This design comes from an exercise in tuning for a short achievable clock period and few clock cycles on the open sky130 flow, not from production work. RTL that was checked went through simulation tests only; none was proved equivalent to the original.

==> v13: inputs <==
==> flow/design.v <==
package cachePkg;
    typedef logic [31:0] word_t;
    typedef logic [31:0] addr_t;
    typedef logic [25:0] tag_t;    
    typedef logic [2:0] index_t;   
    typedef struct packed {
        logic ren;
        logic wen;
        addr_t addr;
        word_t store;
    } cpuReq_t;
    typedef struct packed {
        logic hit;       
        word_t load;
    } cpuResp_t;
    typedef struct packed {
        logic ren;
        logic wen;
        addr_t addr;
        word_t store;
    } memReq_t;
    typedef struct packed {
        logic busy;      
        word_t load;
    } memResp_t;
endpackage
`timescale 1ns/1ns
module tagArray (
    input logic CLK,
    input logic nRST,
    input cachePkg::tag_t reqTag,
    input cachePkg::index_t reqIndex,
    input logic touch,
    input logic markDirty,
    input logic fill,
    input logic fillWay,
    input logic fillDirty,
    output logic hit,
    output logic hitWay,
    output logic victimWay,
    output logic victimDirty,
    output cachePkg::tag_t victimTag
);
    localparam int numSets = 8;
    cachePkg::tag_t tags [numSets][2];
    logic [1:0] valid [numSets];
    logic [1:0] dirty [numSets];
    logic [numSets-1:0] lru;     
    logic [numSets-1:0] setSel;
    logic [1:0] lineMatch [numSets];
    logic [1:0] wayHit;
    always_comb begin
        for (int s = 0; s < numSets; s++) begin
            setSel[s] = (reqIndex == s[2:0]);
            lineMatch[s][0] = valid[s][0] && (tags[s][0] == reqTag);
            lineMatch[s][1] = valid[s][1] && (tags[s][1] == reqTag);
        end
        wayHit = '0;
        for (int s = 0; s < numSets; s++) begin
            wayHit[0] = wayHit[0] | (setSel[s] & lineMatch[s][0]);
            wayHit[1] = wayHit[1] | (setSel[s] & lineMatch[s][1]);
        end
    end
    assign hit = |wayHit;
    assign hitWay = wayHit[1];
    assign victimWay = lru[reqIndex];
    assign victimTag = tags[reqIndex][victimWay];
    assign victimDirty = valid[reqIndex][victimWay] && dirty[reqIndex][victimWay];
    always_ff @(posedge CLK, negedge nRST) begin
        if (!nRST) begin
            for (int s = 0; s < numSets; s++) begin
                valid[s] <= 2'b00;
                dirty[s] <= 2'b00;
            end
            lru <= '0;
        end else if (fill) begin
            valid[reqIndex][fillWay] <= 1'b1;
            dirty[reqIndex][fillWay] <= fillDirty;
            lru[reqIndex] <= ~fillWay;
        end else begin
            if (touch) begin
                lru[reqIndex] <= ~hitWay;
            end
            if (markDirty) begin
                dirty[reqIndex][hitWay] <= 1'b1;
            end
        end
    end
    always_ff @(posedge CLK) begin
        if (fill) begin
            tags[reqIndex][fillWay] <= reqTag;
        end
    end
endmodule
`timescale 1ns/1ns
module dataArray (
    input logic CLK,
    input cachePkg::index_t reqIndex,
    input logic reqWordSel,
    input logic hitWay,
    input logic hitWrite,
    input cachePkg::word_t cpuStore,
    input logic fill,
    input logic fillWay,
    input cachePkg::word_t fillReqWord,
    input cachePkg::word_t fillOtherWord,
    output cachePkg::word_t loadWord,
    input logic victimWay,
    input logic victimWordSel,
    output cachePkg::word_t victimWord
);
    localparam int numSets = 8;
    cachePkg::word_t words [numSets][2][2];    
    assign loadWord = words[reqIndex][hitWay][reqWordSel];
    assign victimWord = words[reqIndex][victimWay][victimWordSel];
    always_ff @(posedge CLK) begin
        for (int s = 0; s < numSets; s++) begin
            for (int w = 0; w < 2; w++) begin
                for (int k = 0; k < 2; k++) begin
                    if (reqIndex == s[2:0]) begin
                        if (fill && fillWay == w[0]) begin
                            words[s][w][k] <= (reqWordSel == k[0]) ? fillReqWord : fillOtherWord;
                        end else if (hitWrite && hitWay == w[0] && reqWordSel == k[0]) begin
                            words[s][w][k] <= cpuStore;
                        end
                    end
                end
            end
        end
    end
endmodule
`timescale 1ns/1ns
module cacheControl (
    input logic CLK,
    input logic nRST,
    input cachePkg::cpuReq_t cpuReq,
    input logic hit,
    input logic victimDirty,
    input cachePkg::tag_t victimTag,
    input cachePkg::word_t victimWord,
    input cachePkg::word_t loadWord,
    input cachePkg::memResp_t memResp,
    output cachePkg::cpuResp_t cpuResp,
    output logic touch,
    output logic markDirty,
    output logic fill,
    output logic victimWordSel,
    output cachePkg::word_t fillReqWord,
    output cachePkg::memReq_t memReq
);
    logic idle;      
    logic rdA;       
    logic wb0;       
    logic wb1;       
    logic rdB;       
    logic wb;
    logic request;
    logic done;
    cachePkg::word_t reqWord;    
    assign request = cpuReq.ren || cpuReq.wen;
    assign done = !memResp.busy;
    assign wb = wb0 || wb1;
    always_ff @(posedge CLK, negedge nRST) begin
        if (!nRST) begin
            idle <= 1'b1;
            rdA <= 1'b0;
            wb0 <= 1'b0;
            wb1 <= 1'b0;
            rdB <= 1'b0;
        end else begin
            if (idle) begin
                if (request && !hit) begin
                    idle <= 1'b0;
                    rdA <= !done;
                    wb0 <= done && victimDirty;
                    rdB <= done && !victimDirty;
                end
            end
            if (rdA && done) begin
                rdA <= 1'b0;
                wb0 <= victimDirty;
                rdB <= !victimDirty;
            end
            if (wb0 && done) begin
                wb0 <= 1'b0;
                wb1 <= 1'b1;
            end
            if (wb1 && done) begin
                wb1 <= 1'b0;
                rdB <= 1'b1;
            end
            if (rdB && done) begin
                rdB <= 1'b0;
                idle <= 1'b1;
            end
        end
    end
    always_ff @(posedge CLK) begin
        if ((idle || rdA) && done) begin
            reqWord <= memResp.load;
        end
    end
    assign cpuResp.hit = idle ? (request && hit) : (rdB && done);
    assign cpuResp.load = idle ? loadWord : reqWord;
    assign touch = idle && request && hit;
    assign markDirty = touch && cpuReq.wen;
    assign fill = rdB && done;
    assign victimWordSel = wb1;
    assign fillReqWord = cpuReq.wen ? cpuReq.store : reqWord;
    assign memReq.ren = idle ? (request && !hit) : (rdA || rdB);
    assign memReq.wen = wb;
    assign memReq.addr = {wb ? victimTag : cpuReq.addr[31:6], cpuReq.addr[5:3],
                          rdB ? !cpuReq.addr[2] : (wb ? wb1 : cpuReq.addr[2]), 2'b00};
    assign memReq.store = victimWord;
endmodule
`timescale 1ns/1ns
module dcacheTop (
    input logic CLK,
    input logic nRST,
    input cachePkg::cpuReq_t cpuReq,
    output cachePkg::cpuResp_t cpuResp,
    output cachePkg::memReq_t memReq,
    input cachePkg::memResp_t memResp
);
    cachePkg::tag_t reqTag;
    cachePkg::index_t reqIndex;
    logic reqWordSel;
    logic hit;
    logic hitWay;
    logic victimWay;
    logic victimDirty;
    cachePkg::tag_t victimTag;
    cachePkg::word_t victimWord;
    cachePkg::word_t loadWord;
    logic touch;
    logic markDirty;
    logic fill;
    logic victimWordSel;
    cachePkg::word_t fillReqWord;
    assign reqTag = cpuReq.addr[31:6];
    assign reqIndex = cpuReq.addr[5:3];
    assign reqWordSel = cpuReq.addr[2];
    cacheControl cacheControl_inst (
        .CLK(CLK),
        .nRST(nRST),
        .cpuReq(cpuReq),
        .hit(hit),
        .victimDirty(victimDirty),
        .victimTag(victimTag),
        .victimWord(victimWord),
        .loadWord(loadWord),
        .memResp(memResp),
        .cpuResp(cpuResp),
        .touch(touch),
        .markDirty(markDirty),
        .fill(fill),
        .victimWordSel(victimWordSel),
        .fillReqWord(fillReqWord),
        .memReq(memReq)
    );
    tagArray tagArray_inst (
        .CLK(CLK),
        .nRST(nRST),
        .reqTag(reqTag),
        .reqIndex(reqIndex),
        .touch(touch),
        .markDirty(markDirty),
        .fill(fill),
        .fillWay(victimWay),
        .fillDirty(cpuReq.wen),
        .hit(hit),
        .hitWay(hitWay),
        .victimWay(victimWay),
        .victimDirty(victimDirty),
        .victimTag(victimTag)
    );
    dataArray dataArray_inst (
        .CLK(CLK),
        .reqIndex(reqIndex),
        .reqWordSel(reqWordSel),
        .hitWay(hitWay),
        .hitWrite(markDirty),
        .cpuStore(cpuReq.store),
        .fill(fill),
        .fillWay(victimWay),
        .fillReqWord(fillReqWord),
        .fillOtherWord(memResp.load),
        .loadWord(loadWord),
        .victimWay(victimWay),
        .victimWordSel(victimWordSel),
        .victimWord(victimWord)
    );
endmodule
`timescale 1ns/1ns
module dcache (
    input  logic        CLK,
    input  logic        nRST,
    input  logic        cpu_ren,
    input  logic        cpu_wen,
    input  logic [31:0] cpu_addr,
    input  logic [31:0] cpu_store,
    output logic        cpu_hit,
    output logic [31:0] cpu_load,
    output logic        mem_ren,
    output logic        mem_wen,
    output logic [31:0] mem_addr,
    output logic [31:0] mem_store,
    input  logic        mem_busy,
    input  logic [31:0] mem_load
);
    cachePkg::cpuReq_t cpuReq;
    cachePkg::cpuResp_t cpuResp;
    cachePkg::memReq_t memReq;
    cachePkg::memResp_t memResp;
    assign cpuReq.ren = cpu_ren;
    assign cpuReq.wen = cpu_wen;
    assign cpuReq.addr = cpu_addr;
    assign cpuReq.store = cpu_store;
    assign cpu_hit = cpuResp.hit;
    assign cpu_load = cpuResp.load;
    assign mem_ren = memReq.ren;
    assign mem_wen = memReq.wen;
    assign mem_addr = memReq.addr;
    assign mem_store = memReq.store;
    assign memResp.busy = mem_busy;
    assign memResp.load = mem_load;
    dcacheTop dcacheTop_inst (
        .CLK(CLK),
        .nRST(nRST),
        .cpuReq(cpuReq),
        .cpuResp(cpuResp),
        .memReq(memReq),
        .memResp(memResp)
    );
endmodule
==> flow/run.sh <==
#!/bin/bash
# synth_recipe.tcl (not shown) runs the flow's synth.tcl, then flattens the netlist and writes it again
# the make line also repeats each setting of config.mk as NAME=value (left out here)
make -C /OpenROAD-flow-scripts/flow DESIGN_CONFIG=/design/flow/config.mk WORK_HOME=/design/flow/orfs CLKGATE_MAP_FILE= SYNTH_SCRIPT=/design/flow/synth_recipe.tcl finish
==> flow/config.mk <==
export PLATFORM = sky130hd
export DESIGN_NAME = dcache
export DESIGN_NICKNAME = dcache
export VERILOG_FILES = /design/flow/design.v
export SDC_FILE = /design/flow/constraint.sdc
export NUM_CORES = 4
export LEC_CHECK = 0
export CAP_MARGIN = 20
export CORE_MARGIN = 2
export CORE_UTILIZATION = 40
export PLACE_DENSITY = 0.6
export SLEW_MARGIN = 20
==> flow/constraint.sdc <==
create_clock -name core_clock -period 10.0 [get_ports {CLK}]
set_input_delay 2.0000 -clock core_clock [delete_from_list [all_inputs] [get_ports {CLK}]]
set_output_delay 2.0000 -clock core_clock [all_outputs]
set_load 0.01 [all_outputs]
==> v32 (differences from v13) <==
==> flow/design.v, changed modules only <==
module tagArray (
    input logic CLK,
    input logic nRST,
    input cachePkg::tag_t reqTag,
    input cachePkg::index_t reqIndex,
    input cachePkg::index_t missIndex,
    input logic touch,
    input logic markDirty,
    input logic fill,
    input logic fillDirty,
    output logic [15:0] lineHit,
    output logic reqVictimDirty,     
    output logic victimWay,          
    output cachePkg::tag_t victimTag
);
    localparam int numSets = 8;
    cachePkg::tag_t tags [numSets][2];
    logic [1:0] valid [numSets];
    logic [1:0] dirty [numSets];
    logic [numSets-1:0] lru;     
    always_comb begin
        for (int s = 0; s < numSets; s++) begin
            for (int w = 0; w < 2; w++) begin
                lineHit[2 * s + w] = (reqIndex == s[2:0]) && valid[s][w] && (tags[s][w] == reqTag);
            end
        end
    end
    assign reqVictimDirty = valid[reqIndex][lru[reqIndex]] && dirty[reqIndex][lru[reqIndex]];
    assign victimWay = lru[missIndex];
    assign victimTag = tags[missIndex][victimWay];
    always_ff @(posedge CLK, negedge nRST) begin
        if (!nRST) begin
            for (int s = 0; s < numSets; s++) begin
                valid[s] <= 2'b00;
                dirty[s] <= 2'b00;
            end
            lru <= '0;
        end else begin
            for (int s = 0; s < numSets; s++) begin
                if (fill && missIndex == s[2:0]) begin
                    valid[s][victimWay] <= 1'b1;
                    dirty[s][victimWay] <= fillDirty;
                    lru[s] <= ~victimWay;
                end else begin
                    for (int w = 0; w < 2; w++) begin
                        if (touch && lineHit[2 * s + w]) begin
                            lru[s] <= ~w[0];
                            if (markDirty) begin
                                dirty[s][w] <= 1'b1;
                            end
                        end
                    end
                end
            end
        end
    end
    always_ff @(posedge CLK) begin
        for (int s = 0; s < numSets; s++) begin
            for (int w = 0; w < 2; w++) begin
                if (fill && missIndex == s[2:0] && victimWay == w[0]) begin
                    tags[s][w] <= reqTag;
                end
            end
        end
    end
endmodule
module dataArray (
    input logic CLK,
    input logic reqWordSel,
    input logic [15:0] lineHit,
    input logic hitWrite,
    input cachePkg::word_t cpuStore,
    input logic fill,
    input cachePkg::index_t missIndex,
    input logic victimWay,
    input cachePkg::word_t fillReqWord,
    input cachePkg::word_t fillOtherWord,
    output cachePkg::word_t loadWord,        
    input logic victimWordSel,
    output cachePkg::word_t victimWord
);
    localparam int numSets = 8;
    cachePkg::word_t words [numSets][2][2];    
    always_comb begin
        loadWord = '0;
        for (int s = 0; s < numSets; s++) begin
            for (int w = 0; w < 2; w++) begin
                loadWord = loadWord | ({32{lineHit[2 * s + w]}} & words[s][w][reqWordSel]);
            end
        end
    end
    assign victimWord = words[missIndex][victimWay][victimWordSel];
    cachePkg::word_t writeData [2];
    always_comb begin
        for (int k = 0; k < 2; k++) begin
            if (!fill) writeData[k] = cpuStore;
            else if (reqWordSel == k[0]) writeData[k] = fillReqWord;
            else writeData[k] = fillOtherWord;
        end
    end
    always_ff @(posedge CLK) begin
        for (int s = 0; s < numSets; s++) begin
            for (int w = 0; w < 2; w++) begin
                for (int k = 0; k < 2; k++) begin
                    if ((fill && missIndex == s[2:0] && victimWay == w[0])
                        || (hitWrite && lineHit[2 * s + w] && reqWordSel == k[0])) begin
                        words[s][w][k] <= writeData[k];
                    end
                end
            end
        end
    end
endmodule
module cacheControl (
    input logic CLK,
    input logic nRST,
    input cachePkg::cpuReq_t cpuReq,
    input logic [15:0] lineHit,
    input logic reqVictimDirty,
    input cachePkg::tag_t victimTag,
    input cachePkg::word_t victimWord,
    input cachePkg::word_t loadWord,
    input cachePkg::memResp_t memResp,
    output cachePkg::cpuResp_t cpuResp,
    output cachePkg::index_t missIndex,
    output logic touch,
    output logic markDirty,
    output logic fill,
    output logic victimWordSel,
    output cachePkg::word_t fillReqWord,
    output cachePkg::memReq_t memReq
);
    logic idle;      
    logic rdA;       
    logic wb0;       
    logic wb1;       
    logic rdB;       
    logic wb;
    logic request;
    logic hit;
    logic done;
    cachePkg::word_t missLoad;   
    assign request = cpuReq.ren || cpuReq.wen;
    assign hit = |lineHit;
    assign done = !memResp.busy;
    assign wb = wb0 || wb1;
    always_ff @(posedge CLK, negedge nRST) begin
        if (!nRST) begin
            idle <= 1'b1;
            rdA <= 1'b0;
            wb0 <= 1'b0;
            wb1 <= 1'b0;
            rdB <= 1'b0;
        end else begin
            if (idle) begin
                if (request && !hit) begin
                    idle <= 1'b0;
                    rdA <= !done;
                    wb0 <= done && reqVictimDirty;
                    rdB <= done && !reqVictimDirty;
                end
            end
            if (rdA && done) begin
                rdA <= 1'b0;
                wb0 <= reqVictimDirty;
                rdB <= !reqVictimDirty;
            end
            if (wb0 && done) begin
                wb0 <= 1'b0;
                wb1 <= 1'b1;
            end
            if (wb1 && done) begin
                wb1 <= 1'b0;
                rdB <= 1'b1;
            end
            if (rdB && done) begin
                rdB <= 1'b0;
                idle <= 1'b1;
            end
        end
    end
    always_ff @(posedge CLK) begin
        if (idle) begin
            missIndex <= cpuReq.addr[5:3];
        end
    end
    always_ff @(posedge CLK, negedge nRST) begin
        if (!nRST) begin
            missLoad <= '0;
        end else if (rdB && done) begin
            missLoad <= '0;
        end else if (((idle && request && !hit) || rdA) && done) begin
            missLoad <= memResp.load;
        end
    end
    assign cpuResp.hit = hit || (rdB && done);
    assign cpuResp.load = loadWord | missLoad;
    assign touch = idle && request;
    assign markDirty = cpuReq.wen;
    assign fill = rdB && done;
    assign victimWordSel = wb1;
    assign fillReqWord = cpuReq.wen ? cpuReq.store : missLoad;
    assign memReq.ren = idle ? (request && !hit) : (rdA || rdB);
    assign memReq.wen = wb;
    assign memReq.addr = {wb ? victimTag : cpuReq.addr[31:6], cpuReq.addr[5:3],
                          rdB ? !cpuReq.addr[2] : (wb ? wb1 : cpuReq.addr[2]), 2'b00};
    assign memReq.store = victimWord;
endmodule
module dcacheTop (
    input logic CLK,
    input logic nRST,
    input cachePkg::cpuReq_t cpuReq,
    output cachePkg::cpuResp_t cpuResp,
    output cachePkg::memReq_t memReq,
    input cachePkg::memResp_t memResp
);
    cachePkg::tag_t reqTag;
    cachePkg::index_t reqIndex;
    logic reqWordSel;
    logic [15:0] lineHit;
    logic reqVictimDirty;
    logic victimWay;
    cachePkg::tag_t victimTag;
    cachePkg::word_t victimWord;
    cachePkg::word_t loadWord;
    cachePkg::index_t missIndex;
    logic touch;
    logic markDirty;
    logic fill;
    logic victimWordSel;
    cachePkg::word_t fillReqWord;
    assign reqTag = cpuReq.addr[31:6];
    assign reqIndex = cpuReq.addr[5:3];
    assign reqWordSel = cpuReq.addr[2];
    cacheControl cacheControl_inst (
        .CLK(CLK),
        .nRST(nRST),
        .cpuReq(cpuReq),
        .lineHit(lineHit),
        .reqVictimDirty(reqVictimDirty),
        .victimTag(victimTag),
        .victimWord(victimWord),
        .loadWord(loadWord),
        .memResp(memResp),
        .cpuResp(cpuResp),
        .missIndex(missIndex),
        .touch(touch),
        .markDirty(markDirty),
        .fill(fill),
        .victimWordSel(victimWordSel),
        .fillReqWord(fillReqWord),
        .memReq(memReq)
    );
    tagArray tagArray_inst (
        .CLK(CLK),
        .nRST(nRST),
        .reqTag(reqTag),
        .reqIndex(reqIndex),
        .missIndex(missIndex),
        .touch(touch),
        .markDirty(markDirty),
        .fill(fill),
        .fillDirty(cpuReq.wen),
        .lineHit(lineHit),
        .reqVictimDirty(reqVictimDirty),
        .victimWay(victimWay),
        .victimTag(victimTag)
    );
    dataArray dataArray_inst (
        .CLK(CLK),
        .reqWordSel(reqWordSel),
        .lineHit(lineHit),
        .hitWrite(touch && markDirty),
        .cpuStore(cpuReq.store),
        .fill(fill),
        .missIndex(missIndex),
        .victimWay(victimWay),
        .fillReqWord(fillReqWord),
        .fillOtherWord(memResp.load),
        .loadWord(loadWord),
        .victimWordSel(victimWordSel),
        .victimWord(victimWord)
    );
endmodule
Settings changed: CORE_UTILIZATION 40 to 75, PLACE_DENSITY 0.6 to 0.88, SETUP_SLACK_MARGIN set to 4.5, TNS_END_PERCENT set to 100.
==> comparison <==
v32 aborted during global routing (5_1_grt), error GRT-0116. v13 completed with no timing, DRC or antenna violations. Area after synthesis: v13 is smaller than v32 (about 2.6%). In v32 the synthesized cell count is larger than in v13, by 5.3%.
Testbench counts of v13, summed over its fixed seeds: cycles 30,852.
Function not checked in v32: the RTL went through the layout flow alone.

==> re-timing with driven ports <==
Ports are ideal in the flow. The routed layout listed here was re-timed in OpenROAD. Step 1 sets driving cells, clkbuf_16 on the clock port and buf_2 on the other inputs (assumed; they add their load-dependent delay and slew). Step 2 moves the port delays by t, midway between the first and last clock arrival at a register: inputs arrive t later, outputs are due t later. That takes back most of the time a late clock gives input paths. a / b / c = ideal / step 1 / step 2; a / b = the first two.
run: v13
t, ns: 0.907
slack for setup (ns): 0.376 / 0.339 / 0.339
latest minus earliest clock arrival (ns): 0.093 / 0.094
worst slew at a driven data input, ns: 0.09
After both steps setup and hold are still met in v13. The setup slack of v13 moves by -0.037 ns with the drivers and by -0.037 ns with both steps.
